Source: an optimization exercise on an open RTL-to-GDS flow (aim: small area, a short achievable clock period and few clock cycles). Production flows keep margins and buffers that such runs may drop.
Only simulation tests tie the RTL to the original design; equivalence was not proved.
Power is estimated from default activity; no workload was simulated.

File: design/flow/flow/run.sh
#!/bin/bash
# The standard layout, with plain buf_1 cells as the port buffers instead of the
# delay buffers buffer_ports picks by default.
set -euo pipefail
bash standard.sh "BUFFER_PORTS_ARGS=-buffer_cell sky130_fd_sc_hd__buf_1" finish > make_finish.log 2>&1
File: design/flow/standard.sh
#!/bin/bash
# synth_recipe.tcl (not shown) runs the flow's synth.tcl, then flattens the netlist and writes it again
# the make line also repeats each setting of config.mk as NAME=value (left out here)
make -C /OpenROAD-flow-scripts/flow DESIGN_CONFIG=/design/flow/config.mk WORK_HOME=/design/flow/orfs CLKGATE_MAP_FILE= SYNTH_SCRIPT=/design/flow/synth_recipe.tcl "${@:-finish}"
File: design/flow/config.mk
export PLATFORM = sky130hd
export DESIGN_NAME = ascii_integer_parser
export DESIGN_NICKNAME = ascii_integer_parser
export VERILOG_FILES = /design/flow/design.v
export SDC_FILE = /design/flow/constraint.sdc
export NUM_CORES = 4
export LEC_CHECK = 0
export CAP_MARGIN = 20
export CORE_MARGIN = 2
export CORE_UTILIZATION = 55
export CTS_BUF_LIST = sky130_fd_sc_hd__clkbuf_8
export CTS_CLUSTER_DIAMETER = 50
export CTS_CLUSTER_SIZE = 20
export SETUP_SLACK_MARGIN = 4.5
export SLEW_MARGIN = 20
File: design/flow/constraint.sdc
create_clock -name core_clock -period 9.0 [get_ports {clk}]
set_input_delay 1.8000 -clock core_clock [delete_from_list [all_inputs] [get_ports {clk}]]
set_output_delay 1.8000 -clock core_clock [all_outputs]
set_load 0.01 [all_outputs]
File: design/flow/design.v
package aip_pkg;
	localparam logic [7:0] CH_NUL = 8'h00;
	localparam logic [7:0] CH_ZERO = 8'h30;
	localparam logic [7:0] CH_X = 8'h78;
	localparam logic [7:0] CH_MINUS = 8'h2d;
	localparam logic [4:0] BASE_AUTO = 5'd0;
	localparam logic [4:0] BASE_DEC = 5'd10;
	localparam logic [4:0] BASE_HEX = 5'd16;
endpackage
module aip_core (
	input  logic [63:0] acc,
	input  logic [2:0]  one,
	input  logic [2:0]  two,
	input  logic [1:0]  neg,
	input  logic [3:0]  d,
	output logic [63:0] nxt
);
	logic [63:0] r0, r1, r2;
	logic [64:0] a;
	logic [63:0] x, y;
	assign a = {acc, 1'b0};
	always_comb begin
		for (int j = 0; j < 64; j++) begin
			r0[j] = ~(((one[0] & a[j+1]) | (two[0] & a[j])) ^ neg[0]);
			r1[j] = ~(((one[1] & a[j+1]) | (two[1] & a[j])) ^ neg[1]);
			r2[j] = ~((one[2] & a[j+1]) | (two[2] & a[j]));
		end
	end
	always_comb begin
		x = '1;
		y = '1;
		x[0] = r0[0];
		y[0] = ~d[0];
		x[1] = r0[1];
		y[1] = ~d[1];
		x[2] = r0[2] ^ r1[0] ^ ~d[2];
		y[3] = (r0[2] & r1[0]) | (r0[2] & ~d[2]) | (r1[0] & ~d[2]);
		y[2] = ~neg[1];
		x[3] = r0[3] ^ r1[1] ^ ~d[3];
		y[4] = (r0[3] & r1[1]) | (r0[3] & ~d[3]) | (r1[1] & ~d[3]);
		for (int j = 4; j < 64; j++) begin
			x[j] = r0[j] ^ r1[j-2] ^ r2[j-4];
			if (j < 63)
				y[j+1] = (r0[j] & r1[j-2]) | (r0[j] & r2[j-4]) | (r1[j-2] & r2[j-4]);
		end
	end
	aip_add u_add (
		.x   (x),
		.y   (y),
		.cin (neg[0]),
		.s   (nxt)
	);
endmodule
module aip_add (
	input  logic [63:0] x,
	input  logic [63:0] y,
	input  logic        cin,
	output logic [63:0] s
);
	logic [63:0] p0;
	logic [64:0] g [0:6];
	logic [64:0] p [0:6];
	always_comb begin
		p0 = x ^ y;   
		g[0][0] = cin;
		p[0][0] = 1'b0;
		for (int i = 0; i < 64; i++) begin
			g[0][i+1] = ~(x[i] | y[i]);
			p[0][i+1] = p0[i];
		end
		for (int l = 1; l <= 6; l++) begin
			for (int i = 0; i < 65; i++) begin
				if ((i >> (l-1)) & 1) begin
					g[l][i] = g[l-1][i] | (p[l-1][i] & g[l-1][((i >> (l-1)) << (l-1)) - 1]);
					p[l][i] = p[l-1][i] & p[l-1][((i >> (l-1)) << (l-1)) - 1];
				end else begin
					g[l][i] = g[l-1][i];
					p[l][i] = p[l-1][i];
				end
			end
		end
		for (int i = 0; i < 64; i++)
			s[i] = p0[i] ^ g[6][i];
	end
endmodule
module ascii_integer_parser (
	input  logic                     clk,
	input  logic                     arst_n,
	input  logic                     item_valid,
	output logic                     item_stall,
	input  logic [8:0]               item,
	output logic                     result_valid,
	input  logic                     result_stall,
	output logic [79:0]              result,
	input  logic                     cfg_we,
	input  logic                     cfg_index,
	input  logic [4:0]               cfg_data
);
	logic [4:0]  base_sel_q;
	logic        sgn_q;
	always_ff @(posedge clk or negedge arst_n) begin
		if (!arst_n) begin
			base_sel_q <= aip_pkg::BASE_AUTO;
			sgn_q <= 1'b1;
		end else if (cfg_we) begin
			if (cfg_index) sgn_q <= cfg_data[0];
			else base_sel_q <= cfg_data;
		end
	end
	logic        ph_prefix, ph_zero, ph_auto0, ph_auto0x, ph_digits;
	logic        neg;
	logic [4:0]  base;
	logic        hex;
	logic        op_v;           
	logic        op_ld;          
	logic [1:0]  op_mode;        
	logic [2:0]  op_one, op_two;   
	logic [1:0]  op_neg;
	logic [3:0]  op_d;
	logic        op_cset;        
	logic [1:0]  op_cval;
	logic        op_cinc;        
	logic        op_emit;
	logic        rv;
	logic        hold;
	logic        take;
	assign hold = op_v && rv && result_stall;
	assign item_stall = hold;
	assign take = item_valid && !hold;
	logic [7:0]  c;
	logic        f;
	assign c = item[8:1];
	assign f = item[0];
	logic        is_dec, is_hl, is_x, is_zero, is_minus, is_nul;
	logic [3:0]  dval;
	assign is_dec = (c[7:4] == 4'h3) && (c[3:0] <= 4'd9);
	assign is_hl = (c[7:6] == 2'b01) && (c[4:3] == 2'b00) && (c[2:0] != 3'd0) && (c[2:0] != 3'd7);
	assign is_x = (c == aip_pkg::CH_X);
	assign is_zero = (c == aip_pkg::CH_ZERO);
	assign is_minus = (c == aip_pkg::CH_MINUS);
	assign is_nul = (c == aip_pkg::CH_NUL);
	assign dval = is_dec ? c[3:0] : (c[3:0] + 4'd9);
	logic        auto_sel;
	logic [4:0]  first_base;
	logic        first_hex;
	assign auto_sel = (base_sel_q == aip_pkg::BASE_AUTO);
	assign first_base = auto_sel ? aip_pkg::BASE_DEC : base_sel_q;
	assign first_hex = (base_sel_q == aip_pkg::BASE_HEX);
	logic [2:0]  b_one, b_two;
	logic [1:0]  b_neg;
	always_comb begin
		b_one[0] = base[0];
		b_two[0] = base[1] & ~base[0];
		b_neg[0] = base[1];
		b_one[1] = base[2] ^ base[1];
		b_two[1] = (base[3] & ~base[2] & ~base[1]) | (~base[3] & base[2] & base[1]);
		b_neg[1] = base[3];
		b_one[2] = base[4] ^ base[3];
		b_two[2] = base[4] & base[3];
	end
	logic        hex_eff, digit;
	logic        n_prefix, n_zero, n_auto0, n_auto0x, n_digits;
	logic        n_neg;
	logic [4:0]  n_base;
	logic        n_hex;
	logic        o_ld;
	logic [1:0]  o_mode;
	logic [2:0]  o_one, o_two;
	logic [1:0]  o_neg;
	logic [3:0]  o_d;
	logic        o_cset;
	logic [1:0]  o_cval;
	logic        o_cinc;
	logic        o_emit;
	always_comb begin
		hex_eff = f ? first_hex : ph_auto0x ? 1'b1 : ph_auto0 ? 1'b0 : hex;
		digit = is_dec || (is_hl && hex_eff);
		n_prefix = ph_prefix;
		n_zero = ph_zero;
		n_auto0 = ph_auto0;
		n_auto0x = ph_auto0x;
		n_digits = ph_digits;
		n_neg = neg;
		n_base = base;
		n_hex = hex;
		o_ld = 1'b0;
		o_mode = 2'd1;
		o_one = b_one;
		o_two = b_two;
		o_neg = b_neg;
		o_d = dval;
		o_cset = 1'b0;
		o_cval = 2'd1;
		o_cinc = 1'b0;
		o_emit = 1'b0;
		if (f) begin
			o_ld = 1'b1;
			o_mode = 2'd0;
			o_one = 3'd0;
			o_two = 3'd0;
			o_neg = 2'd0;
			o_cset = 1'b1;
			n_prefix = 1'b0;
			n_zero = 1'b0;
			n_auto0 = 1'b0;
			n_auto0x = 1'b0;
			n_digits = 1'b0;
			n_neg = 1'b0;
			n_base = first_base;
			n_hex = first_hex;
			if (auto_sel && is_zero) begin
				o_d = 4'd0;
				n_auto0 = 1'b1;
			end else if (sgn_q && is_minus) begin
				o_d = 4'd0;
				n_neg = 1'b1;
				n_prefix = 1'b1;
			end else if (first_hex && is_zero) begin
				o_d = 4'd0;
				n_zero = 1'b1;
			end else if (digit) begin
				n_digits = 1'b1;
			end else begin
				o_d = 4'd0;
				o_cval = 2'd0;
				o_emit = 1'b1;
			end
		end else if (ph_prefix && hex && is_zero) begin
			o_cinc = 1'b1;
			n_prefix = 1'b0;
			n_zero = 1'b1;
		end else if (ph_zero && is_x) begin
			o_cinc = 1'b1;
			n_zero = 1'b0;
			n_digits = 1'b1;
		end else if (ph_auto0 && is_x) begin
			n_auto0 = 1'b0;
			n_auto0x = 1'b1;
		end else if (ph_auto0x && is_nul) begin
			n_base = aip_pkg::BASE_DEC;
			n_hex = 1'b0;
			n_auto0x = 1'b0;
			o_emit = 1'b1;
		end else if (ph_prefix || ph_zero || ph_auto0 || ph_auto0x || ph_digits) begin
			if (ph_auto0) begin
				n_base = aip_pkg::BASE_DEC;
				n_hex = 1'b0;
			end
			if (ph_auto0x) begin
				n_base = aip_pkg::BASE_HEX;
				n_hex = 1'b1;
				o_cset = 1'b1;
				o_cval = 2'd2;
			end
			n_prefix = 1'b0;
			n_zero = 1'b0;
			n_auto0 = 1'b0;
			n_auto0x = 1'b0;
			if (digit) begin
				o_ld = 1'b1;
				if (ph_auto0x) o_cval = 2'd3;
				else o_cinc = 1'b1;
				n_digits = 1'b1;
			end else begin
				o_ld = neg;
				o_mode = 2'd2;
				o_one = 3'b001;
				o_two = 3'd0;
				o_neg = 2'b01;
				o_d = 4'd0;
				o_emit = 1'b1;
				n_digits = 1'b0;
			end
		end
	end
	always_ff @(posedge clk or negedge arst_n) begin
		if (!arst_n) begin
			ph_prefix <= 1'b0;
			ph_zero <= 1'b0;
			ph_auto0 <= 1'b0;
			ph_auto0x <= 1'b0;
			ph_digits <= 1'b0;
		end else if (take) begin
			ph_prefix <= n_prefix;
			ph_zero <= n_zero;
			ph_auto0 <= n_auto0;
			ph_auto0x <= n_auto0x;
			ph_digits <= n_digits;
		end
	end
	always_ff @(posedge clk) begin
		if (take) begin
			neg <= n_neg;
			base <= n_base;
			hex <= n_hex;
		end
	end
	always_ff @(posedge clk or negedge arst_n) begin
		if (!arst_n) begin
			op_v <= 1'b0;
		end else if (!hold) begin
			op_v <= take && (o_ld || o_cset || o_cinc || o_emit);
		end
	end
	always_ff @(posedge clk) begin
		if (!hold) begin
			op_ld <= take && o_ld;
			op_mode <= o_mode;
			op_d <= o_d;
			op_cset <= take && o_cset;
			op_cval <= o_cval;
			op_cinc <= take && o_cinc;
			op_emit <= take && o_emit;
		end
	end
	always_ff @(posedge clk) begin
		if (hold) begin
			op_one <= (op_mode == 2'd1) ? b_one : (op_mode == 2'd2) ? 3'b001 : 3'd0;
			op_two <= (op_mode == 2'd1) ? b_two : 3'd0;
			op_neg <= (op_mode == 2'd1) ? b_neg : (op_mode == 2'd2) ? 2'b01 : 2'd0;
		end else begin
			op_one <= o_one;
			op_two <= o_two;
			op_neg <= o_neg;
		end
	end
	logic [63:0] acc;
	logic [63:0] acc_nxt;
	logic [15:0] cnt;
	aip_core u_core (
		.acc (acc),
		.one (op_one),
		.two (op_two),
		.neg (op_neg),
		.d   (op_d),
		.nxt (acc_nxt)
	);
	always_ff @(posedge clk) begin
		if (op_ld && !hold) acc <= acc_nxt;
		if (!hold) begin
			if (op_cset) cnt <= {14'd0, op_cval};
			else if (op_cinc && cnt != 16'hFFFF) cnt <= cnt + 16'd1;
		end
	end
	always_ff @(posedge clk or negedge arst_n) begin
		if (!arst_n) rv <= 1'b0;
		else if (!(rv && result_stall)) rv <= op_v && op_emit;
	end
	assign result_valid = rv;
	assign result = {acc, cnt};
endmodule
==> results by group, run 1 <==
Clock network
  – CTS tree: done
  – H-tree depth: 4
  – TritonCTS Buffers: 17
  – Worst-Skew Late Latency: 0.46 ns
  – Clock root buffer: clkbuf_8
  – Max Root-Sink Buffers: 2
  – Hold buffers post-CTS: 0
  – Sink Count: 120
  – Clock transition at path regs: 0.08 ns

Die
  – Die Ht: 149 um
  – Starting density of the core: 55.7%
  – Die Wd: 149 um
  – DIE AREA: 0.0223 mm2
  – Core Box Area: 0.0209 mm2
  – Ports: 102
  – Core Rows: 53

Timing
  – Fin crit period: 4.32 ns
  – Worst hold slack: 0.481 ns
  – Pins Over Slew Limit: 0
  – Worst-Margin Slew: 1.05 ns
  – Final Hold Fails: 0
  – Max Freq: 0.231 GHz
  – Count of final setup violators: 0
  – Setup total negative slack: 0 ns
  – Worst slew margin: 29.2%
  – Clock Skews: 0.0186 ns
  – Final period utilization: 48.0%
  – RSZ-0062 raised after global routing: yes

Route
  – First-iteration detailed-routing DRC count: 663
  – WL per Instance: 19.4 um
  – Routed vias/inst: 6.13
  – 1st-pass router iterations: 5
  – Via count: 9,372
  – Drt drc: 0
  – DRT antenna net count: 0
  – Drt total wl: 29,700 um

Worst setup path
  – CP Cell Sequence: buf_12 -> a22oi_1 -> xor2_1 -> fa_1 -> inv_1 -> ha_1 -> a21oi_1 -> o21ai_1 -> a21oi_1 -> o211ai_1 -> nor2_2 -> or4_4 -> o21ai_4 -> a31oi_1 -> xnor2_1
  – CP most frequent cell: a21oi_1
  – R2R Setup Slk: 4.68 ns
  – R2R depth: 15
  – CP max stage cell: or4_4
  – Worst Setup EP: acc[45]$_DFFE_PP_
  – Critical Path AT: 4.52 ns
  – Critical R2R Launch: op_two[0]$_DFF_P_
  – CP Max Fanout: 32
  – CP peak stage delay: 0.60 ns
  – Worst EP required: 9.20 ns
  – Reg2reg end: acc[45]$_DFFE_PP_
  – Worst Setup End Kind: flop
  – Worst setup SP type: flop
  – Critical path class: reg2reg
  – Worst setup path start: op_two[0]$_DFF_P_

Yosys
  – Warnings from Yosys: 5
  – Synthesized Nets: 1,327
  – Dominant cell type by area after synthesis: edfxtp_1
  – Synthesis-stage register bit count: 120
  – Yosys top cell area share: 25.5%
  – Synth top area cells: edfxtp_1 (26%), fa_1 (11%), a22oi_1 (9.6%)
  – Mean Syn Cell Area: 9.92 um2
  – Syn Inst Count: 1,173
  – Sequential cell area fraction in the yosys report: 29.7%
  – Synth cell types: 67
  – Commonest register cell after synthesis: edfxtp_1
  – EDFF count, synth: 99
  – Post-synthesis instance area: 0.0116 mm2
  – Async set-or-reset flop fraction in the synthesized netlist: 10.8%

Global route
  – Vias in the first global route: 9,180
  – Grt total ovfl: 0
  – All-Layer GR Usage: 26.6%
  – Initial antenna violation count: 0
  – Maximum number of pins on one net before global-route repair: 67
  – First-pass GRT wire length: 47,700 um

Outcome
  – Status: no timing/DRC/antenna violations

Power and ir drop
  – IR drop worst, VDD: 157 uV
  – Total Power: 5.59 mW
  – LEAKAGE: 5.07 nW
  – Power Dens Cells: 433 mW/mm2

Layout
  – Share of layout cells above drive strength 1: 7.09%
  – Post-Route Utilization: 61.7%
  – Fin cells: 1,530
  – Fillers: 1,789
  – Register area: 0.00347 mm2
  – Final #Nets: 1,396
  – Multi-input logic area: 0.00770 mm2
  – Layout area overhead: 10.8%
  – Antenna diodes: 0

Placed design
  – Placed Instances: 1,492
  – DP HPWL: 19,500 um
  – PortBufs: 101
  – Final GP Congestion: 0.895

Min path
  – Hold path cells: 1
  – HP Class: reg2reg

Run
  – Max Cap Violations: 0
==> per-stage QoR <==
step / setup WS [ns] / area [um2]
after floorplan: 4.74 / 11600
after global placement: 4.00 / 12200
after detailed placement: 3.94 / 12200
after CTS: 4.49 / 12700
after global routing: 4.42 / 12900
final: 4.68 / 12900
==> worst max-delay path, delay by kind of cell, from the launching register on <==
family                   cells  cell delay, ns
AO/OA/AOI/OAI                7            1.45
adder cells (fa/ha/maj)      2            0.88
buffers and inverters        2            0.27
XOR/XNOR                     2            0.31
AND/OR/NAND/NOR              2            0.74
flip-flops                   1            0.42
==> where the power goes <==
part	leakage, nW	internal (mW)	switching [mW]	total, mW
clock network	0.213	0.258	0.279	0.537
logic	3.67	1.52	2.07	3.59
registers	1.19	1.06	0.402	1.46
==> cell type report <==
| type | count | area share [%] |
|---|---|---|
| clock buffers | 17 | 1.81 |
| clock inverters | 15 | 1.38 |
| inverters | 81 | 2.36 |
| multi-input cells | 904 | 59.7 |
| flip-flops and latches | 120 | 26.9 |
| well taps | 275 | 2.67 |
| repair buffers | 118 | 5.17 |
==> repair_timing <==
item | 4_1_cts | 5_1_grt
cloned | 0 | 4
gates resized for setup | 19 | 16
setup endpoints to repair | 38 | 26
buffers inserted | 0 | 2
pin swaps | 0 | 3
==> registers in the layout, indices dropped and copies added, names as in the netlist, 2 cells and up <==
register,cells
op_cval,2
acc,64
op_two,3
base_sel_q,5
op_mode,2
cnt,16
op_neg,2
base,5
op_one,3
op_d,4
==> logic make-up after synthesis <==
| kind of cell | count (synthesis) | share of synthesized area (%) |
|---|---|---|
| flip-flops | 120 | 29.7 |
| AND/OR/NAND/NOR | 211 | 9.16 |
| multiplexers | 10 | 0.946 |
| XOR/XNOR | 198 | 14.9 |
| adder cells (fa/ha/maj) | 134 | 18.7 |
| AO/OA/AOI/OAI | 351 | 21.8 |
| buffers and inverters | 149 | 4.84 |
==> cell usage after synthesis (all sizes together) (3+ instances only) <==
master and n:
a22oi 149, xnor2 122, edfxtp 99, inv 81, xor2 76, ha 68, fa 66, nor2 62
clkbuf 51, a21oi 48, nand2 43, o21ai 38, a22o 36, nand3 23, a21o 18, buf 17
dfrtp 12, nor2b 12, nand4 11, and2 9, and3 9, dfxtp 8, mux2 8, o21a 8
nand2b 7, nor3 7, or3 7, a31oi 6, o21bai 6, a211o 5, o211ai 5, a41oi 4
nand3b 4, o31a 4, o31ai 4, or4 4, a221oi 3, and4 3, nor3b 3, o22ai 3
==> per-layer routing <==
| layer | GRT usage, % | wire length [um] | up-vias |
|---|---|---|---|
| met4 | 7.14 | 404 | 0 |
| li1 | - | - | 4416 |
| met5 | 0 | 0 | - |
| met2 | 43.5 | 14600 | 283 |
| met1 | 37.8 | 13300 | 4644 |
| met3 | 3.05 | 1450 | 29 |
==> worst min-delay path by stage <==
stage | to | slack (ns) | from
4_1_cts | rv$_DFFE_PN0N_ | 0.48 | op_emit$_DFFE_PN_
3_5_place_dp | rv$_DFFE_PN0N_ | 0.46 | op_emit$_DFFE_PN_
2_1_floorplan | op_two[0]$_DFF_P_ | 0.44 | base[0]$_SDFFCE_PP0P_
5_1_grt | rv$_DFFE_PN0N_ | 0.49 | op_emit$_DFFE_PN_
3_3_place_gp | rv$_DFFE_PN0N_ | 0.48 | op_emit$_DFFE_PN_
6_report | rv$_DFFE_PN0N_ | 0.48 | op_emit$_DFFE_PN_
==> cell usage in the layout (no fill, tap or decap), types with 4 or more instances in the layout <==
| cell | synthesis | layout |
|---|---|---|
| clkbuf_8 | 0 | 17 |
| dfrtp_1 | 12 | 12 |
| edfxtp_1 | 99 | 99 |
| mux2_2 | 8 | 8 |
| o21a_1 | 8 | 8 |
| buf_12 | 0 | 5 |
| nand2b_1 | 7 | 7 |
| nand3_1 | 23 | 23 |
| a21oi_1 | 48 | 47 |
| a21o_1 | 18 | 18 |
| a31oi_1 | 6 | 5 |
| clkbuf_16 | 0 | 4 |
| fa_1 | 66 | 66 |
| or3_1 | 7 | 7 |
| nor2_1 | 61 | 61 |
| xnor2_1 | 122 | 122 |
| a22oi_1 | 149 | 149 |
| ha_1 | 68 | 67 |
| inv_1 | 81 | 81 |
| o211ai_1 | 5 | 5 |
| nand3b_1 | 4 | 4 |
| dfxtp_2 | 0 | 6 |
| o31a_1 | 4 | 4 |
| buf_4 | 1 | 5 |
| nor2b_1 | 12 | 12 |
| and2_1 | 9 | 8 |
| nand2_1 | 43 | 42 |
| nand4_1 | 10 | 10 |
| nor3_1 | 7 | 7 |
| a211o_1 | 5 | 5 |
| xor2_1 | 76 | 76 |
| o21ai_0 | 36 | 35 |
| buf_1 | 16 | 101 |
| o21bai_1 | 6 | 6 |
| inv_6 | 0 | 7 |
| and3_1 | 9 | 9 |
| a22o_1 | 36 | 36 |
Testbench counts, summed over its fixed seeds: cycles 48,268.
==> run 2: changes to the inputs <==
--- a/design/flow/config.mk
+++ b/design/flow/config.mk
@@ -11,5 +11,5 @@
 export CTS_BUF_LIST = sky130_fd_sc_hd__clkbuf_8
 export CTS_CLUSTER_DIAMETER = 50
 export CTS_CLUSTER_SIZE = 20
-export SETUP_SLACK_MARGIN = 4.5
+export SETUP_SLACK_MARGIN = 4.8
 export SLEW_MARGIN = 20
==> results by group, run 2 <==
Power and ir drop
  – IR drop worst, VDD: 179 uV (+14%)
  – LEAKAGE: 5.38 nW (+6.0%)
  – Logic pwr share: 68.3% (+4.0 points)
  – Sw frac: 49.0% (-0.33 points)
  – NetSw: 3.03 mW (+10%)
  – Power Dens Cells: 446 mW/mm2 (+2.9%)
  – Sequential Power Share: 23.4% (-2.7 points)
  – Clock share of power: 8.4% (-1.2 points)
  – Internal Power: 3.16 mW (+12%)

Layout
  – Commonest cells after routing, fill and taps aside: a22oi_1 (134), xnor2_1 (122), buf_1 (101), edfxtp_1 (99), inv_1 (80)
  – Multi-input logic area: 0.00816 mm2 (+5.9%)
  – Fillers: 1,748 (-2.3%)
  – Register area: 0.00348 mm2 (+0.29%)
  – Antenna diodes: 0 (unchanged)
  – Max FFs per register: 64 (unchanged)
  – Most common cell after layout, fill and taps aside: a22oi_1
  – Regs by FF count: acc: 64 flops, cnt: 16 flops
  – Final #Nets: 1,443 (+3.4%)
  – Layout area overhead: 19.4%
  – Post-Route Utilization: 66.5% (+4.8 points)
  – Biggest register: acc
  – Fin cells: 1,577 (+3.1%)
  – Share of layout cells above drive strength 1: 14.9% (+7.8 points)

Worst setup path
  – Worst EP required: 9.22 ns (+0.02 ns)
  – Critical Path AT: 4.39 ns (-0.13 ns)
  – Critical path class: reg2reg
  – CP Cell Sequence: buf_12 -> buf_8 -> a22oi_1 -> xor2_1 -> fa_1 -> inv_1 -> ha_1 -> nand3_1 -> nand2_1 -> a221oi_4 -> a21oi_1 -> o31a_1 -> o31ai_4 -> o21bai_1 -> a211oi_2 -> nor2_1
  – Critical R2R Launch: op_two[1]$_DFF_P_
  – Worst Setup End Kind: flop
  – CP Max Fanout: 9 (-72%)
  – Worst setup SP type: flop
  – CP peak stage delay: 0.53 ns (-0.07 ns)
  – CP max stage cell: fa_1
  – Worst setup path start: op_two[1]$_DFF_P_

Yosys
  – Synth cell types: 67 (unchanged)
  – Most common cell in the netlist: a22oi_1
  – Mean Syn Cell Area: 9.92 um2 (unchanged)
  – Largest family of logic cells by synthesized area: compound AO/OA/AOI/OAI gates
  – Compound-Gate Fraction of Synth Area: 21.8% (unchanged)
  – Synthesized Nets: 1,327 (unchanged)
  – Sequential cell area fraction in the yosys report: 29.7% (unchanged)
  – EDFF count, synth: 99 (unchanged)
  – Dominant cell type by area after synthesis: edfxtp_1
  – Post-synth top cells: a22oi_1 (149), xnor2_1 (122), edfxtp_1 (99)
  – Simple-gate share of the synthesized area: 9.16% (unchanged)
  – Adder-Cell Fraction of Synth Area: 18.7% (unchanged)
  – Mux share of post-synthesis cell area: 0.946% (unchanged)
  – Commonest register cell after synthesis: edfxtp_1
  – Yosys top cell area share: 25.5% (unchanged)
  – Synthesis-stage register bit count: 120 (unchanged)
  – Post-synthesis instance area: 0.0116 mm2 (unchanged)
  – Synth top area cells: edfxtp_1 (26%), fa_1 (11%), a22oi_1 (9.6%)
  – Post-Synth XOR/XNOR Area: 14.9% (unchanged)
  – Syn Inst Count: 1,173 (unchanged)
  – Warnings from Yosys: 5 (unchanged)
  – Async set-or-reset flop fraction in the synthesized netlist: 10.8% (unchanged)

Timing
  – Max Freq: 0.240 GHz (+3.8%)
  – Final period utilization: 46.3% (-1.8 points)
  – Worst-Margin Slew: 0.979 ns (-0.0687 ns)
  – Pins Over Slew Limit: 0 (unchanged)
  – Count of final setup violators: 0 (unchanged)
  – Setup total negative slack: 0 ns (unchanged)
  – Fin crit period: 4.16 ns (-0.159 ns)
  – Worst hold slack: 0.492 ns (+0.0103 ns)
  – RSZ-0062 raised after global routing: yes
  – Worst slew margin: 34.8% (+5.5 points)
  – Clock Skews: 0.0180 ns (-0.000606 ns)
  – Final Hold Fails: 0 (unchanged)

Die
  – Core Rows: 53 (unchanged)
  – Ports: 102 (unchanged)
  – Die Wd: 149 um (unchanged)
  – Die Ht: 149 um (unchanged)
  – DIE AREA: 0.0223 mm2 (unchanged)
  – Core Box Area: 0.0209 mm2 (unchanged)
  – Starting density of the core: 55.7% (unchanged)

Run
  – Max Cap Violations: 0 (unchanged)

Clock network
  – Clock transition at path regs: 0.10 ns (+0.02 ns)
  – Max Root-Sink Buffers: 2 (unchanged)
  – H-tree depth: 4 (unchanged)
  – Sink Count: 120 (unchanged)
  – TritonCTS Buffers: 17 (unchanged)
  – CTS tree: done
  – Worst-Skew Late Latency: 0.47 ns (about the same)
  – Clock root buffer: clkbuf_8
  – Hold buffers post-CTS: 0 (unchanged)

Global route
  – Initial antenna violation count: 0 (unchanged)
  – All-Layer GR Usage: 28.8% (+2.2 points)
  – Grt total ovfl: 0 (unchanged)
  – Maximum number of pins on one net before global-route repair: 65 (-3.0%)
  – First-pass GRT wire length: 50,700 um (+6.4%)
  – Vias in the first global route: 9,404 (+2.4%)

Min path
  – HP Class: reg2reg
  – Critical hold path startpoint: base[0]$_SDFFCE_PP0P_

Placed design
  – PortBufs: 101 (unchanged)
  – Placed Instances: 1,491 (-0.067%)
  – DP HPWL: 19,800 um (+1.8%)
  – Final GP Congestion: 0.888 (-0.82%)

Outcome
  – Status: no timing/DRC/antenna violations

Route
  – Drt total wl: 33,000 um (+11%)
  – DRT antenna net count: 0 (unchanged)
  – 1st-pass router iterations: 6 (+1)
  – Routed vias/inst: 6.26 (+2.2%)
  – Drt drc: 0 (unchanged)
  – WL per Instance: 20.9 um (+7.9%)
  – Via count: 9,870 (+5.3%)
  – First-iteration detailed-routing DRC count: 738 (+11%)
## run 2: cell counts after synthesis
Identical to the previous run, type by type.
## run 2: final timing paths
kind	to	slack, ns	depth (start not counted)
setup reg to reg	acc[21]$_DFFE_PP_	4.84	16
hold reg to reg	op_two[0]$_DFF_P_	0.49	1
min in group asynchronous	base_sel_q[4]$_DFFE_PN0P_	1.35	1
hold / removal	op_two[0]$_DFF_P_	0.49	1
setup / recovery	acc[21]$_DFFE_PP_	4.84	16
max in group asynchronous	op_v$_DFFE_PN0N_	7.18	1
## run 2: power groups by stage
stage,combinational [mW],sequential [mW],clock [mW]
global route,4.67,1.48,0.546
floorplan,2.65,1.38,0
detailed placement,3.49,1.46,0
CTS,3.69,1.44,0.525
global placement,3.47,1.46,0
finish,4.23,1.45,0.519
## run 2: worst max-delay path: cells and delay by family, from the launching register on
kind                     cells  cell delay (ns)
XOR/XNOR                     1             0.18
buffers and inverters        3             0.38
AND/OR/NAND/NOR              3             0.28
AO/OA/AOI/OAI                7             1.79
adder cells (fa/ha/maj)      2             0.88
flip-flops                   1             0.42
## run 2: cell families (layout without fill, tap and decap cells)
group,after synthesis,after routing
mux,10,10
flops,120,120
simple gates,211,211
buf+inv,149,278
xor+xnor,198,198
fa+ha+maj,134,134
compound gates,351,351
## run 2: metrics by stage
stage | power [mW] | area, um2 | worst slack, ns
finish | 6.20 | 13900 | 4.84
global route | 6.69 | 13900 | 4.71
global placement | 4.93 | 12200 | 3.98
detailed placement | 4.95 | 12200 | 3.94
floorplan | 4.03 | 11600 | 4.81
CTS | 5.66 | 13100 | 4.80
## run 2: per-layer routing
| metal | wire length [um] | part of all wire [%] | vias to the layer above | track usage, % |
|---|---|---|---|---|
| met5 | 0 | 0 | - | 0 |
| met4 | 760 | 2.3 | 0 | 9.48 |
| met3 | 2260 | 6.8 | 57 | 4.33 |
| met2 | 16400 | 50 | 419 | 47.7 |
| met1 | 13600 | 41 | 4873 | 38.9 |
| li1 | - | - | 4521 | - |
## run 2: final cells by class
type                            instances  share of cell area (%)
Sequential cell                       120                    25.1
Clock buffer                           17                    1.68
Tap cell                              275                    2.48
Timing Repair Buffer                  165                    8.79
Multi-Input combinational cell        904                    58.7
Inverter                               81                    2.19
Clock inverter                         15                    1.12
## run 2: what timing repair did
item                                    in CTS  in global routing
gates resized for setup                     42                 90
buffers inserted                            10                 33
cloned                                       8                  3
endpoints found under the setup margin      50                 34
pin swaps                                    6                 38
==> run 3: changes to the inputs <==
--- a/design/flow/config.mk
+++ b/design/flow/config.mk
@@ -11,5 +11,5 @@
 export CTS_BUF_LIST = sky130_fd_sc_hd__clkbuf_8
 export CTS_CLUSTER_DIAMETER = 50
 export CTS_CLUSTER_SIZE = 20
-export SETUP_SLACK_MARGIN = 4.8
+export SETUP_SLACK_MARGIN = 4.7
 export SLEW_MARGIN = 20
==> results by group, run 3 <==
Global route
  – All-Layer GR Usage: 27.1% (-1.7 points)
  – Initial antenna violation count: 0 (unchanged)
  – Grt total ovfl: 0 (unchanged)
  – First-pass GRT wire length: 48,500 um (-4.4%)
  – Maximum number of pins on one net before global-route repair: 65 (unchanged)
  – Vias in the first global route: 9,218 (-2.0%)

Placed design
  – DP HPWL: 19,500 um (-1.7%)
  – Pre-CTS WS: 3.94 ns (-0.00224 ns)
  – Final GP Congestion: 0.895 (+0.82%)
  – PortBufs: 101 (unchanged)
  – Placed Instances: 1,492 (+0.067%)

Power and ir drop
  – Logic pwr share: 65.5% (-2.8 points)
  – IR drop worst, VDD: 161 uV (-10%)
  – Clock share of power: 9.3% (+0.9 points)
  – Sw frac: 49.1% (+0.18 points)
  – Power Dens Cells: 434 mW/mm2 (-2.6%)
  – Internal Power: 2.95 mW (-6.8%)
  – Sequential Power Share: 25.2% (+1.8 points)
  – NetSw: 2.85 mW (-6.1%)
  – LEAKAGE: 5.24 nW (-2.5%)

Worst setup path
  – CP Max Fanout: 7 (-2)
  – Worst Setup EP: item_stall
  – Reg2reg end: acc[53]$_DFFE_PP_
  – R2R depth: 15 (-1)
  – Worst setup SP type: input pin
  – Critical Path AT: 2.43 ns (-1.96 ns)
  – Worst Setup End Kind: output port
  – R2R Setup Slk: 4.85 ns (about the same)
  – Worst EP required: 7.20 ns (-2.02 ns)
  – Critical R2R Launch: acc[24]$_DFFE_PP_
  – Worst setup path start: result_stall
  – Critical path class: in2out

Clock network
  – Sink Count: 120 (unchanged)
  – Clock root buffer: clkbuf_8
  – CTS tree: done
  – Max Root-Sink Buffers: 2 (unchanged)
  – Worst-Skew Late Latency: 0.46 ns (about the same)
  – Hold buffers post-CTS: 0 (unchanged)
  – TritonCTS Buffers: 17 (unchanged)
  – Clock transition at path regs: 0.08 ns (-0.02 ns)
  – H-tree depth: 4 (unchanged)

Die
  – Die Ht: 149 um (unchanged)
  – DIE AREA: 0.0223 mm2 (unchanged)
  – Die Wd: 149 um (unchanged)
  – Ports: 102 (unchanged)
  – Core Rows: 53 (unchanged)
  – Starting density of the core: 55.7% (unchanged)
  – Core Box Area: 0.0209 mm2 (unchanged)

Layout
  – Post-Route Utilization: 63.9% (-2.7 points)
  – Share of layout cells above drive strength 1: 10.0% (-4.9 points)
  – Final #Nets: 1,420 (-1.6%)
  – Fillers: 1,767 (+1.1%)
  – Antenna diodes: 0 (unchanged)
  – Commonest cells after routing, fill and taps aside: a22oi_1 (144), xnor2_1 (122), buf_1 (101), edfxtp_1 (99), inv_1 (81)
  – Register area: 0.00348 mm2 (unchanged)
  – Regs by FF count: acc: 64 flops, cnt: 16 flops
  – Layout area overhead: 14.6%
  – Fin cells: 1,554 (-1.5%)
  – Most common cell after layout, fill and taps aside: a22oi_1
  – Biggest register: acc
  – Max FFs per register: 64 (unchanged)
  – Multi-input logic area: 0.00781 mm2 (-4.2%)

Route
  – Drt drc: 0 (unchanged)
  – DRT antenna net count: 0 (unchanged)
  – WL per Instance: 20.2 um (-3.7%)
  – Drt total wl: 31,300 um (-5.1%)
  – First-iteration detailed-routing DRC count: 648 (-12%)
  – Via count: 9,585 (-2.9%)
  – Routed vias/inst: 6.17 (-1.5%)
  – 1st-pass router iterations: 5 (-1)

Yosys
  – Post-synthesis instance area: 0.0116 mm2 (unchanged)
  – EDFF count, synth: 99 (unchanged)
  – Async set-or-reset flop fraction in the synthesized netlist: 10.8% (unchanged)
  – Post-synth top cells: a22oi_1 (149), xnor2_1 (122), edfxtp_1 (99)
  – Dominant cell type by area after synthesis: edfxtp_1
  – Mean Syn Cell Area: 9.92 um2 (unchanged)
  – Sequential cell area fraction in the yosys report: 29.7% (unchanged)
  – Synthesis-stage register bit count: 120 (unchanged)
  – Most common cell in the netlist: a22oi_1
  – Synth cell types: 67 (unchanged)
  – Syn Inst Count: 1,173 (unchanged)
  – Yosys top cell area share: 25.5% (unchanged)
  – Synthesized Nets: 1,327 (unchanged)
  – Synth top area cells: edfxtp_1 (26%), fa_1 (11%), a22oi_1 (9.6%)
  – Commonest register cell after synthesis: edfxtp_1
  – Warnings from Yosys: 5 (unchanged)

Timing
  – Fin worst setup slack: 4.77 ns (-0.0610 ns)
  – Final period utilization: 47.0% (+0.68 points)
  – Clock Skews: 0.0177 ns (-0.000299 ns)
  – Worst slew margin: 29.3% (-5.5 points)
  – Worst-Margin Slew: 1.05 ns (+0.0681 ns)
  – Final Hold Fails: 0 (unchanged)
  – Setup total negative slack: 0 ns (unchanged)
  – Max Freq: 0.237 GHz (-1.4%)
  – Pins Over Slew Limit: 0 (unchanged)
  – Fin crit period: 4.23 ns (+0.0610 ns)
  – RSZ-0062 raised after global routing: yes
  – Count of final setup violators: 0 (unchanged)

Min path
  – HP Class: reg2reg

Outcome
  – Status: no timing/DRC/antenna violations

Run
  – Max Cap Violations: 0 (unchanged)
run 3: area by class of cell:
cell class	count	area share, %
clock buffers	17	1.75
clock inverters	15	1.33
well taps	275	2.58
repair buffers	142	7.38
inverters	81	2.28
multi-input cells	904	58.6
flip-flops and latches	120	26.1
run 3: logic make-up after synthesis:
kind of cell,share of synthesized area (%)
AO/OA/AOI/OAI,21.8
AND/OR/NAND/NOR,9.16
XOR/XNOR,14.9
buffers and inverters,4.84
adder cells (fa/ha/maj),18.7
flip-flops,29.7
multiplexers,0.946
run 3: repair_timing:
item | CTS | global route
setup buffers | 2 | 18
endpoints found under the setup margin | 48 | 28
gates resized for setup | 26 | 41
pin swaps | 2 | 15
gates cloned | 3 | 7
run 3: power by group through the flow:
stage                     Combinational [mW]  Sequential, mW  Clock, mW
after floorplan                         2.65            1.38          0
after global placement                  3.46            1.46          0
after detailed placement                3.47            1.46          0
after CTS                               3.56            1.45      0.549
after global routing                    4.24            1.49      0.567
final                                   3.80            1.46      0.540
run 3: routing by layer:
layer	wire length, um	vias up	global-route usage, %
met5	0	-	0
met4	677	0	6.95
met3	1660	52	3.02
met2	15300	315	44.6
met1	13700	4749	38.4
li1	-	4469	-
run 3: through the flow:
stage	cell area [um2]	total power [mW]	hold slack, ns
final	13300	5.80	0.481
after global routing	13300	6.30	0.493
after CTS	12800	5.55	0.482
after detailed placement	12200	4.93	0.462
after global placement	12200	4.92	0.476
after floorplan	11600	4.03	0.436
run 3: how the worst min path moves through the flow:
| stage | startpoint | end | cells after the start | slack [ns] |
|---|---|---|---|---|
| 5_1_grt | op_emit$_DFFE_PN_ | rv$_DFFE_PN0N_ | 1 | 0.49 |
| 3_5_place_dp | op_emit$_DFFE_PN_ | rv$_DFFE_PN0N_ | 1 | 0.46 |
| 2_1_floorplan | base[0]$_SDFFCE_PP0P_ | op_two[0]$_DFF_P_ | 1 | 0.44 |
| 3_3_place_gp | op_emit$_DFFE_PN_ | rv$_DFFE_PN0N_ | 1 | 0.48 |
| 4_1_cts | op_emit$_DFFE_PN_ | rv$_DFFE_PN0N_ | 1 | 0.48 |
| 6_report | op_emit$_DFFE_PN_ | rv$_DFFE_PN0N_ | 1 | 0.48 |
run 3: worst max-delay path, stage by stage:
cell    delay [ns]
buf_1         0.09
and3_1        0.35
buf_1         0.19
==> run 4: changes to the inputs <==
--- a/design/flow/config.mk
+++ b/design/flow/config.mk
@@ -11,5 +11,5 @@
 export CTS_BUF_LIST = sky130_fd_sc_hd__clkbuf_8
 export CTS_CLUSTER_DIAMETER = 50
 export CTS_CLUSTER_SIZE = 20
-export SETUP_SLACK_MARGIN = 4.7
+export SETUP_SLACK_MARGIN = 4.6
 export SLEW_MARGIN = 20
==> results by group, run 4 <==
Power and ir drop
  – NetSw: 2.81 mW (-1.4%)
  – Internal Power: 2.88 mW (-2.3%)
  – Logic pwr share: 64.9% (-0.6 points)
  – IR drop worst, VDD: 156 uV (-2.9%)
  – Power Dens Cells: 432 mW/mm2 (-0.67%)
  – LEAKAGE: 5.19 nW (-0.90%)
  – Clock share of power: 9.5% (+0.2 points)
  – Sw frac: 49.4% (+0.22 points)
  – Sequential Power Share: 25.6% (+0.4 points)

Timing
  – Fin worst setup slack: 4.77 ns (-0.0000300 ns)
  – Clock Skews: 0.0180 ns (+0.000326 ns)
  – Pins Over Slew Limit: 0 (unchanged)
  – Worst hold slack: 0.481 ns (-0.0000730 ns)
  – RSZ-0062 raised after global routing: no
  – Final Hold Fails: 0 (unchanged)
  – Worst slew margin: 29.3% (about the same)
  – Final period utilization: 47.0% (about the same)
  – Worst-Margin Slew: 1.05 ns (-0.000226 ns)
  – Max Freq: 0.237 GHz (about the same)
  – Count of final setup violators: 0 (unchanged)
  – Fin crit period: 4.23 ns (+0.0000300 ns)
  – Setup total negative slack: 0 ns (unchanged)

Layout
  – Max FFs per register: 64 (unchanged)
  – Commonest cells after routing, fill and taps aside: a22oi_1 (147), xnor2_1 (122), buf_1 (101), edfxtp_1 (99), inv_1 (81)
  – Biggest register: acc
  – Final #Nets: 1,410 (-0.70%)
  – Most common cell after layout, fill and taps aside: a22oi_1
  – Layout area overhead: 13.3%
  – Share of layout cells above drive strength 1: 8.59% (-1.4 points)
  – Post-Route Utilization: 63.1% (-0.74 points)
  – Regs by FF count: acc: 64 flops, cnt: 16 flops
  – Antenna diodes: 0 (unchanged)

Route
  – Drt total wl: 31,000 um (-1.1%)
  – Routed vias/inst: 6.19 (+0.35%)
  – Drt drc: 0 (unchanged)
  – First-iteration detailed-routing DRC count: 693 (+6.9%)
  – 1st-pass router iterations: 5 (unchanged)
  – Via count: 9,557 (-0.29%)
  – WL per Instance: 20.1 um (-0.45%)
  – DRT antenna net count: 0 (unchanged)

Outcome
  – Status: no timing/DRC/antenna violations

Yosys
  – Compound-Gate Fraction of Synth Area: 21.8% (unchanged)
  – Synth cell types: 67 (unchanged)
  – Largest family of logic cells by synthesized area: compound AO/OA/AOI/OAI gates
  – Synthesized Nets: 1,327 (unchanged)
  – Dominant cell type by area after synthesis: edfxtp_1
  – Adder-Cell Fraction of Synth Area: 18.7% (unchanged)
  – Mean Syn Cell Area: 9.92 um2 (unchanged)
  – Post-Synth XOR/XNOR Area: 14.9% (unchanged)
  – Yosys top cell area share: 25.5% (unchanged)
  – Post-synthesis instance area: 0.0116 mm2 (unchanged)
  – Most common cell in the netlist: a22oi_1
  – Syn Inst Count: 1,173 (unchanged)
  – Simple-gate share of the synthesized area: 9.16% (unchanged)
  – EDFF count, synth: 99 (unchanged)
  – Warnings from Yosys: 5 (unchanged)
  – Mux share of post-synthesis cell area: 0.946% (unchanged)
  – Synth top area cells: edfxtp_1 (26%), fa_1 (11%), a22oi_1 (9.6%)
  – Commonest register cell after synthesis: edfxtp_1
  – Synthesis-stage register bit count: 120 (unchanged)
  – Sequential cell area fraction in the yosys report: 29.7% (unchanged)
  – Async set-or-reset flop fraction in the synthesized netlist: 10.8% (unchanged)
  – Post-synth top cells: a22oi_1 (149), xnor2_1 (122), edfxtp_1 (99)

Placed design
  – DP HPWL: 19,500 um (unchanged)
  – Pre-CTS WS: 3.94 ns (unchanged)
  – Final GP Congestion: 0.895 (unchanged)
  – PortBufs: 101 (unchanged)

Global route
  – Initial antenna violation count: 0 (unchanged)
  – All-Layer GR Usage: 26.8% (-0.37 points)
  – Vias in the first global route: 9,211 (-0.076%)
  – Grt total ovfl: 0 (unchanged)
  – Maximum number of pins on one net before global-route repair: 67 (+3.1%)
  – First-pass GRT wire length: 47,900 um (-1.2%)

Clock network
  – Clock transition at path regs: 0.08 ns (about the same)
  – Sink Count: 120 (unchanged)
  – H-tree depth: 4 (unchanged)
  – Clock root buffer: clkbuf_8
  – Worst-Skew Late Latency: 0.46 ns (about the same)
  – Max Root-Sink Buffers: 2 (unchanged)
  – CTS tree: done
  – TritonCTS Buffers: 17 (unchanged)

Worst setup path
  – Worst setup SP type: input pin
  – CP Max Fanout: 7 (unchanged)
  – Worst Setup End Kind: output port
  – Critical Path AT: 2.43 ns (about the same)
  – Worst EP required: 7.20 ns (about the same)
  – Critical path class: in2out

Die
  – Starting density of the core: 55.7% (unchanged)
  – Core Rows: 53 (unchanged)
  – Die Ht: 149 um (unchanged)
  – Core Box Area: 0.0209 mm2 (unchanged)
  – DIE AREA: 0.0223 mm2 (unchanged)
  – Ports: 102 (unchanged)
  – Die Wd: 149 um (unchanged)

Run
  – Max Cap Violations: 0 (unchanged)

Min path
  – HP Class: reg2reg
run 4: path summary, 6_finish.rpt:
kind                                         from                        end  slack, ns  cells past startpoint
min in group asynchronous                  arst_n  base_sel_q[2]$_DFFE_PN0P_       1.37                      1
worst max-delay path                 result_stall                 item_stall       4.77                      3
worst min-delay path            op_emit$_DFFE_PN_             rv$_DFFE_PN0N_       0.48                      1
worst min register to register  op_emit$_DFFE_PN_             rv$_DFFE_PN0N_       0.48                      1
worst max register to register   acc[2]$_DFFE_PP_          acc[45]$_DFFE_PP_       4.82                     13
max in group asynchronous                  arst_n             rv$_DFFE_PN0N_       7.17                      1
run 4: critical path, stage by stage:
cell	delay [ns]
buf_1	0.09
and3_1	0.35
buf_1	0.19
run 4: timing repair:
item	4_1_cts	5_1_grt
gates cloned	1	9
resized for setup	23	29
hold buffers	0	0
endpoints found under the setup margin	44	27
buffers inserted	0	10
pin swaps	0	6
run 4: logic make-up (layout without fill, tap and decap cells):
family          count (synthesis)  count (layout)
flops                         120             120
compound gates                351             351
mux                            10              10
xor+xnor                      198             198
fa+ha+maj                     134             134
simple gates                  211             211
buf+inv                       149             245
run 4: cell type report:
| class | count | area, um2 |
|---|---|---|
| fillers | 1766 | 7700 |
| multi-input cells | 904 | 7740 |
| clock buffers | 17 | 234 |
| clock inverters | 15 | 178 |
| well taps | 275 | 344 |
| inverters | 81 | 304 |
| repair buffers | 132 | 898 |
| flip-flops and latches | 120 | 3480 |
run 4: routing by layer:
metal  vias to the layer above  track usage [%]  share of wire (%)
met5                         -                0                  0
met4                         0             7.24                1.4
met3                        40             3.11                5.7
met2                       346             43.9                 49
met1                      4723             37.8                 44
li1                       4448                -                  -
run 4: power by group through the flow:
| stage | Clock (mW) | Combinational [mW] | Sequential (mW) |
|---|---|---|---|
| after floorplan | 0 | 2.65 | 1.38 |
| after global placement | 0 | 3.46 | 1.46 |
| after detailed placement | 0 | 3.47 | 1.46 |
| after CTS | 0.549 | 3.53 | 1.45 |
| after global routing | 0.566 | 4.14 | 1.49 |
| final | 0.539 | 3.69 | 1.46 |
run 4: per-stage QoR:
stage	power, mW	cell area, um2	instances
2_1_floorplan	4.03	11600	1173
3_3_place_gp	4.92	12200	1492
3_5_place_dp	4.93	12200	1492
4_1_cts	5.53	12700	1525
5_1_grt	6.20	13200	1544
6_report	5.69	13200	1544

port drivers added, routing unchanged:
The results above use ideal ports. As a check the final layouts listed here were re-extracted and re-timed, cells and wires unchanged.
Step 1, drivers: a clkbuf_16 drives clk and a buf_2 each remaining input, both assumed.
Step 2 times the ports against the registers' clock, not the clock port: input delays grow and output delays shrink by t, the midpoint of the rising clock arrivals with the driver on.
Slacks: ideal ports / drivers / drivers and shift; pairs: ideal ports / drivers.
| run | shift t [ns] | setup slack, ns | worst setup path at the end | pins driven straight from the clock port |
|---|---|---|---|---|
| run 1 | 0.492 | 4.677 / 4.677 / 4.416 | input to register | 1 |
| run 2 | 0.506 | 4.836 / 4.836 / 4.655 | input to register | 1 |
| run 3 | 0.497 | 4.774 / 4.753 / 4.415 | input to register | 1 |
| run 4 | 0.491 | 4.774 / 4.753 / 4.429 | input to register | 1 |
After both steps every run listed still meets setup and hold. The setup slack of run 3, which loses most, moves by -0.021 ns with the drivers and by -0.359 ns with both steps.
